From an optimization exercise on the open Yosys and OpenROAD flow, aimed at small area, a short achievable clock period and few clock cycles; shortcuts taken in it are not production practice. The RTL was checked by simulation tests, not by an equivalence proof against the original design. Power and IR drop assume default switching activity.

build 82:
Design mips_cpu_muldiv, start of the top module:
module mips_cpu_muldiv (
  input  logic        clk,
  input  logic        rst,
  input  logic        start,
  input  logic [2:0]  op,
  input  logic [31:0] a,
  input  logic [31:0] b,
  input  logic        flush,
  output logic        busy,
  output logic        done,
  output logic        div_by_zero,
  output logic [31:0] hi,
  output logic [31:0] lo
);
Size: ~4200 cells after synthesis, about 140 I/O pins.
export LEC_CHECK = 0
export ABC_CLOCK_PERIOD_IN_PS = 3000
export CAP_MARGIN = 30
export CORE_MARGIN = 2
export CORE_UTILIZATION = 40
export SETUP_SLACK_MARGIN = 5
export SLEW_MARGIN = 30
create_clock -name core_clock -period 11.0 [get_ports {clk}]
standard.sh (not shown) runs the stock make flow with config.mk's settings and CLKGATE_MAP_FILE= SYNTH_SCRIPT=/design/flow/synth_recipe.tcl, a recipe that flattens the netlist after the stock synthesis.
==> flow/flow/run.sh <==
#!/bin/bash
# The standard layout (standard synthesis, floorplan, placement, CTS, routing), with two
# changes to how it is made: every port still gets its own buffer, but a sky130 buf_2 rather
# than the delay buffer buffer_ports picks by default, and timing repair may resize a cell to
# any footprint. make's full output goes to standard.log in this folder; each ORFS step also
# keeps its own log under orfs/logs/.
set -euo pipefail
bash standard.sh "BUFFER_PORTS_ARGS=-buffer_cell sky130_fd_sc_hd__buf_2" MATCH_CELL_FOOTPRINT=0 finish \
  > standard.log 2>&1
Testbench counts of build 82, summed over its fixed seeds: cycles 51,344.
[inputs] build 74 vs build 82
- CAP_MARGIN changed from 30 to 20
- SLEW_MARGIN changed from 30 to 20
Notes after the runs:
- Of build 74 and build 82, only build 82 finishes the flow clean.
- Finished, but not clean: build 74, with max-capacitance violations, max-slew violations.
- A launching instance or port of the critical path of bc_q[9] is what build 74 shows, while bc_q[7] belongs to build 82.
- Build 74 against build 82: routing usage on met3 climbed 1.3 points, design area climbed 0.70%.
- From build 82 to build 74 the numbers moved as follows: post-route non-filler standard cell count higher, overall track demand over capacity in global routing rose by 0.51 points, core occupancy in the finished layout saw an increase, total wirelength of the detailed-routed design now sits at about the same level, peak fanout along the critical path rose 6.
- Build 74 ended with less number of diodes than build 82.
[inputs] build 4 vs build 74
==> flow/run.sh (new file) <==
#!/bin/bash
# synth_recipe.tcl (not shown) runs the flow's synth.tcl, then flattens the netlist and writes it again
# the make line also repeats each setting of config.mk as NAME=value (left out here)
make -C /OpenROAD-flow-scripts/flow DESIGN_CONFIG=/design/flow/config.mk WORK_HOME=/design/flow/orfs CLKGATE_MAP_FILE= SYNTH_SCRIPT=/design/flow/synth_recipe.tcl finish
removed: flow/flow/run.sh
removed: flow/standard.sh
--- outcome ---
- Per the final summary, build 4 finished and its layout is clean on timing, DRC and antenna.
- Looking at power across build 4 and build 74, the one that comes out lower is build 4.
- Build 74 → build 4: count of plain and timing-repair buffers in the layout down 30; slew at the pin closest to its max-slew limit down 0.27 ns.
- Share of power burned in the clock network: build 4 vs build 74 up 0.4 points
- Run comparison: build 74 startpoint of the most critical setup path bc_q[9]; build 4 startpoint of the most critical setup path b[12]
- [compare] base=build 74 new=build 4: total power divided by cell area dropped 5.0 nW/um^2, total of clock buffers placed in the layout climbed 14.

== v6 ==
Another version of the RTL of mips_cpu_muldiv (not shown whole).
For scale: about 220 flip-flops, ~140 I/O pins, roughly 30000 um2 of cells after synthesis.
Settings: LEC_CHECK=0, ABC_CLOCK_PERIOD_IN_PS=3000, CAP_MARGIN=30, CORE_MARGIN=2, CORE_UTILIZATION=40, SETUP_SLACK_MARGIN=5, SLEW_MARGIN=30; clock period 11.0 ns.
==> flow/flow/run.sh <==
#!/bin/bash
# The standard layout (standard synthesis, floorplan, placement, CTS, routing), with two
# changes to how it is made: every port still gets its own buffer, but a sky130 buf_2 rather
# than the delay buffer buffer_ports picks by default, and timing repair may resize a cell to
# any footprint. make's full output goes to standard.log in this folder; each ORFS step also
# keeps its own log under orfs/logs/.
set -euo pipefail
bash standard.sh "BUFFER_PORTS_ARGS=-buffer_cell sky130_fd_sc_hd__buf_2" MATCH_CELL_FOOTPRINT=0 finish \
  > standard.log 2>&1
v6: full flow OK, the timing, DRC and antenna checks passed
Testbench counts of v6, summed over its fixed seeds: cycles 66,624.
Edits applied to the flow inputs when going from v6 to v7:
- CORE_UTILIZATION now 50, was 40
- PLACE_DENSITY now 0.65, previously not set
Notes after the runs:
- Every stage of the flow completed for v7, and the final layout passed the timing, DRC and antenna checks.
- Diff v7..v6 | final count of hold timing violations | unchanged
- Worst hold margin: v7 better than v6
- Looking at weighted congestion at the end of routability-driven global placement across v6 and v7, the one that comes out higher is v7.
- Compared with v6, v7 shows met1 wire length that has gone down by a few percent.
- In v7, the data-path buffer share of cell area in the final layout came out 0.33 points above the value in v6.
- Diff v6 and v7: wire length after detailed routing lower in v7
- v7 against v6: final cell count lost 183; final period utilization picked up an extra 0.61 points; setup slack lost 0.067 ns.
- Taking v6 as the reference, in v7 HPWL after detailed placement dropped 2700 um, static leakage closely matched the old numbers.

afterwards: timing with drivers on the ports:
Ports are ideal in the flow. The routed layouts listed here were re-timed in OpenROAD.
Step 1: set_driving_cell puts a clkbuf_16 on clk and a buf_2 on each other input, an assumption about the parent block.
Step 2 times the ports against the registers' clock, not the clock port: input delays grow and output delays shrink by t, the midpoint of the rising clock arrivals with the driver on.
Three values: ideal, step 1, step 2; two values: the first two.
run	t (ns)	setup WS [ns]	clock arrival spread, ns	worst slew at a driven data input, ns	cell pins on the clock port's net
build 82	0.645	4.424 / 4.424 / 4.292	0.051 / 0.051	0.05	1
build 74	0.659	4.555 / 4.555 / 4.256	0.058 / 0.057	0.05	1
build 4	0.645	4.486 / 4.525 / 3.880	0.057 / 0.058	0.04	1
v6	0.656	5.019 / 5.019 / 4.415	0.043 / 0.042	0.05	1
v7	0.613	4.953 / 4.953 / 4.394	0.029 / 0.029	0.07	1
For build 4, which loses most, drivers alone change the setup slack by +0.039 ns; drivers and shift together by -0.606 ns.
